This is an optimization exercise on Yosys and OpenROAD, whose aim is small area, a short achievable clock period and few clock cycles per item, not a production implementation.
RTL that was checked went through simulation tests only; none was proved equivalent to the original.

Setup of the reference run:
==> flow/design.v (excerpt) <==
module cordic_park_engine #(
  parameter int WIDTH       = 16,
  parameter int ANGLE_WIDTH = 16,
  parameter int ITERATIONS  = 14,
  parameter int GUARD_BITS  = 3,
  parameter int GAIN_BITS   = 15,
  parameter int TAG_WIDTH   = 2
) (
  input  logic                          clk,
  input  logic                          rst,
  input  logic                          in_valid,
  output logic                          in_ready,
  input  logic                          mode,
  input  logic signed [WIDTH-1:0]       in_x,
  input  logic signed [WIDTH-1:0]       in_y,
  input  logic [ANGLE_WIDTH-1:0]        angle,
  input  logic [TAG_WIDTH-1:0]          in_tag,
  output logic                          out_valid,
  input  logic                          out_ready,
  output logic signed [WIDTH-1:0]       out_x,
  output logic signed [WIDTH-1:0]       out_y,
  output logic [TAG_WIDTH-1:0]          out_tag,
  output logic                          busy
);
export LEC_CHECK = 0
export ABC_CLOCK_PERIOD_IN_PS = 5000
export CAP_MARGIN = 20
export CORE_MARGIN = 2
export CORE_UTILIZATION = 60
export CTS_BUF_LIST = sky130_fd_sc_hd__clkbuf_4 sky130_fd_sc_hd__clkbuf_8
export CTS_CLUSTER_DIAMETER = 50
export CTS_CLUSTER_SIZE = 20
export PLACE_DENSITY = 0.72
export SETUP_SLACK_MARGIN = 5
export SLEW_MARGIN = 20
create_clock -name core_clock -period 10.0 [get_ports {clk}]
run.sh (not shown) runs the stock make flow with config.mk's settings and CLKGATE_MAP_FILE= SYNTH_SCRIPT=/design/flow/synth_recipe.tcl, a recipe that flattens the netlist after the stock synthesis.
The reference run did not stop at any stage, and its layout met the timing, design-rule and antenna checks.
--- input diff the reference run..the trial run ---
--- a/flow/design.v
+++ b/flow/design.v
@@ -39,43 +39,52 @@
   logic signed [13:0] z1;
   logic               p1, t1, nx1, ny1;
   assign phi = mode ? angle : 16'd0 - angle;
   assign z1  = {~phi[13], phi[12:0]};
   assign p1  = phi[13];
   assign t1  = p1 ? (z1 >= 14'sd4836) : (z1 >= -14'sd4836);
   assign nx1 = phi[15] ^ phi[14];
   assign ny1 = phi[15];
-  logic signed [16:0] s0_q, d0_q;
-  logic               q0_q;
+  logic signed [16:0] s0_q, d0_q;    
+  wire  signed [16:0] sI = 17'(in_x) + 17'(in_y);
+  wire  signed [16:0] dI = 17'(in_x) - 17'(in_y);
   logic [7:0]         n0_q;
   logic signed [13:0] z0_q;
+  logic               t0_q;
   always_ff @(posedge clk) begin
     if (en) begin
-      s0_q <= 17'(in_x) + 17'(in_y);
-      d0_q <= 17'(in_x) - 17'(in_y);
-      q0_q <= phi[14];
+      s0_q <= phi[14] ? sI : dI;
+      d0_q <= phi[14] ? dI : sI;
       n0_q <= {~(p1 ^ t1 ^ ny1), ~t1 ^ nx1, ~p1 ^ nx1, ny1,
                ~(p1 ^ t1 ^ nx1), t1 ^ ny1, p1 ^ ny1, nx1};
       z0_q <= z1;
+      t0_q <= t1;
     end
   end
-  wire signed [16:0] px1 = q0_q ? s0_q : d0_q;
-  wire signed [16:0] py1 = q0_q ? d0_q : s0_q;
+  wire signed [16:0] px1 = s0_q;
+  wire signed [16:0] py1 = d0_q;
   wire               nxa = n0_q[0];
   wire               nxb = n0_q[1];
   wire               nxc = n0_q[2];
   wire               nxd = n0_q[3];
   wire               nya = n0_q[4];
   wire               nyb = n0_q[5];
   wire               nyc = n0_q[6];
   wire               nyd = n0_q[7];
-  wire signed [13:0] z2  = z0_q + (~z0_q[13] ? -14'sd4836 : 14'sd4836);
-  wire               t1s = ~z2[13];
-  wire signed [13:0] z3  = z2 + (t1s ? -14'sd2555 : 14'sd2555);
+  logic signed [13:0] c3, z3;
+  always_comb begin
+    case ({~z0_q[13], t0_q})
+      2'b11:   c3 = -14'sd7391;
+      2'b10:   c3 = -14'sd2281;
+      2'b01:   c3 = 14'sd2281;
+      default: c3 = 14'sd7391;
+    endcase
+  end
+  assign z3 = z0_q + c3;
   wire               p3  = ~z3[13];
   wire signed [13:0] z4  = z3 + (p3 ? -14'sd1297 : 14'sd1297);
   wire s_1 = nxa ^ (px1[0] ^ nxa);
   wire c_2 = nxa & (px1[0] ^ nxa);
   wire s_3 = (px1[1] ^ nxa) ^ (py1[2] ^ nxb);
   wire c_4 = (px1[1] ^ nxa) & (py1[2] ^ nxb);
   wire s_5 = (px1[2] ^ nxa) ^ (py1[3] ^ nxb);
   wire c_6 = (px1[2] ^ nxa) & (py1[3] ^ nxb);
==> run notes <==
The trial run | stages: all done | timing, DRC, antenna: all pass
Summary — flip-flop and latch share of the layout cell area, the trial run relative to the reference run: higher, by 0.57 points.
On worst-margin pin slew, the higher figure sits with the reference run, not the trial run.
Summary of the trial run over the reference run: synthesized-area fraction occupied by xor and xnor cells picked up an extra 0.44 points; sum of routed wire length over all layers lost 2.4%; floorplan die width lost 0.30%.
Comparing worst-case reg-to-reg path depth for the trial run and the reference run, the bigger number came from the reference run.
No functional check of the RTL was part of any run of this note.

---

Setup of v6:
cordic_park_engine, a different RTL version from the one above (not shown whole).
Size in the first run: about 480 flip-flops, ~55000 um2 of cells after synthesis.
clock: 10.0 ns
lec_check: 0
abc_clock_period_in_ps: 5000
cap_margin: 20
core_margin: 2
core_utilization: 60
cts_buf_list: sky130_fd_sc_hd__clkbuf_4 sky130_fd_sc_hd__clkbuf_8
cts_cluster_diameter: 50
cts_cluster_size: 20
place_density: 0.72
setup_slack_margin: 5
slew_margin: 20
Testbench counts of v6, summed over its fixed seeds: cycles 2,472, items 2,400.
Setup changes, v6 to v7
--- a/flow/design.v
+++ b/flow/design.v
@@ -28,66 +28,57 @@
   always_ff @(posedge clk or posedge rst) begin
     if (rst) v_q <= '0;
     else if (en) v_q <= {v_q[6:0], in_valid};
   end
   always_ff @(posedge clk) begin
     if (en) begin
       t_q[0] <= in_tag;
       for (int s = 1; s <= 7; s++) t_q[s] <= t_q[s-1];
     end
   end
   logic [15:0]        phi;
-  logic signed [13:0] z1;
+  logic signed [13:0] z1, z2;
   logic               p1, t1, nx1, ny1;
   assign phi = mode ? angle : 16'd0 - angle;
   assign z1  = {~phi[13], phi[12:0]};
   assign p1  = phi[13];
-  assign t1  = p1 ? (z1 >= 14'sd4836) : (z1 >= -14'sd4836);
+  assign z2  = z1 + (p1 ? -14'sd4836 : 14'sd4836);
+  assign t1  = ~z2[13];
   assign nx1 = phi[15] ^ phi[14];
   assign ny1 = phi[15];
   logic signed [16:0] s0_q, d0_q;
   logic               q0_q;
   logic [7:0]         n0_q;
   logic signed [13:0] z0_q;
-  logic               t0_q;
   always_ff @(posedge clk) begin
     if (en) begin
       s0_q <= 17'(in_x) + 17'(in_y);
       d0_q <= 17'(in_x) - 17'(in_y);
       q0_q <= phi[14];
       n0_q <= {~(p1 ^ t1 ^ ny1), ~t1 ^ nx1, ~p1 ^ nx1, ny1,
                ~(p1 ^ t1 ^ nx1), t1 ^ ny1, p1 ^ ny1, nx1};
-      z0_q <= z1;
-      t0_q <= t1;
+      z0_q <= z2;
     end
   end
   wire signed [16:0] px1 = q0_q ? s0_q : d0_q;
   wire signed [16:0] py1 = q0_q ? d0_q : s0_q;
   wire               nxa = n0_q[0];
   wire               nxb = n0_q[1];
   wire               nxc = n0_q[2];
   wire               nxd = n0_q[3];
   wire               nya = n0_q[4];
   wire               nyb = n0_q[5];
   wire               nyc = n0_q[6];
   wire               nyd = n0_q[7];
-  logic signed [13:0] c3, z3;
-  always_comb begin
-    case ({~z0_q[13], t0_q})
-      2'b11:   c3 = -14'sd7391;
-      2'b10:   c3 = -14'sd2281;
-      2'b01:   c3 = 14'sd2281;
-      default: c3 = 14'sd7391;
-    endcase
-  end
-  assign z3 = z0_q + c3;
+  wire               t1s = ~z0_q[13];
+  wire signed [13:0] z3  = z0_q + (t1s ? -14'sd2555 : 14'sd2555);
   wire               p3  = ~z3[13];
   wire signed [13:0] z4  = z3 + (p3 ? -14'sd1297 : 14'sd1297);
   wire s_1 = nxa ^ (px1[0] ^ nxa);
   wire c_2 = nxa & (px1[0] ^ nxa);
   wire s_3 = (px1[1] ^ nxa) ^ (py1[2] ^ nxb);
   wire c_4 = (px1[1] ^ nxa) & (py1[2] ^ nxb);
   wire s_5 = (px1[2] ^ nxa) ^ (py1[3] ^ nxb);
   wire c_6 = (px1[2] ^ nxa) & (py1[3] ^ nxb);
   wire s_7 = (px1[3] ^ nxa) ^ (py1[4] ^ nxb);
   wire c_8 = (px1[3] ^ nxa) & (py1[4] ^ nxb);
   wire s_9 = (px1[4] ^ nxa) ^ (py1[5] ^ nxb);
## What came out
v6 leaves more setup margin than v7. Relative to v6, total global-route track usage increased by 1.1 points in v7. Comparing v7 with v6, the sequential cell area in the final layout came out essentially unchanged. dlygate4sd2_1 as the cell with the largest stage delay on the worst path was reported by v7, and clkdlybuf4s50_1 by v6. Compared to v6, v7 has count of placed standard cells in the final layout, fillers left out 0.45% higher. Looking at v7 and v6, the met3 track utilization from global routing is a wash. Relative to v6, the area occupied by multi-input gates measured on v7 has increased slightly. [compare] base=v6 new=v7: CTS sink count level, effective utilization at floorplan moved down.
Testbench counts of v7, summed over its fixed seeds: cycles 2,472, items 2,400.

## separate check: timing with driven ports
The flow's constraints put no driver on any port. The routed layouts listed below were extracted and timed again, unchanged, in two steps. Step 1 sets driving cells, clkbuf_16 on the clock port and buf_2 on the other inputs (assumed; they add their load-dependent delay and slew). Step 2 adds t to the input delays and takes it off the output delays; t is the mean of the earliest and latest rising clock arrival at the registers after step 1. Input paths then give back, and output paths get back, about the clock's delay inside the block. Slacks: ideal / step 1 / step 2; pairs: ideal / step 1.
run	shift t [ns]	setup WS [ns]	worst setup path at the end	latest minus earliest clock arrival (ns)	worst slew at a driven data input, ns
the reference run	0.776	4.600 / 4.600 / 4.532	input to register	0.055 / 0.055	0.05
the trial run	0.756	5.110 / 5.087 / 4.552	input to register	0.069 / 0.069	0.04
v6	0.766	5.167 / 5.146 / 4.538	input to register	0.055 / 0.055	0.06
v7	0.769	5.149 / 5.130 / 4.435	input to register	0.059 / 0.060	0.05
After both steps setup and hold are still met in every run listed. The setup slack of v7, which loses most, moves by -0.019 ns with the drivers and by -0.714 ns with both steps.
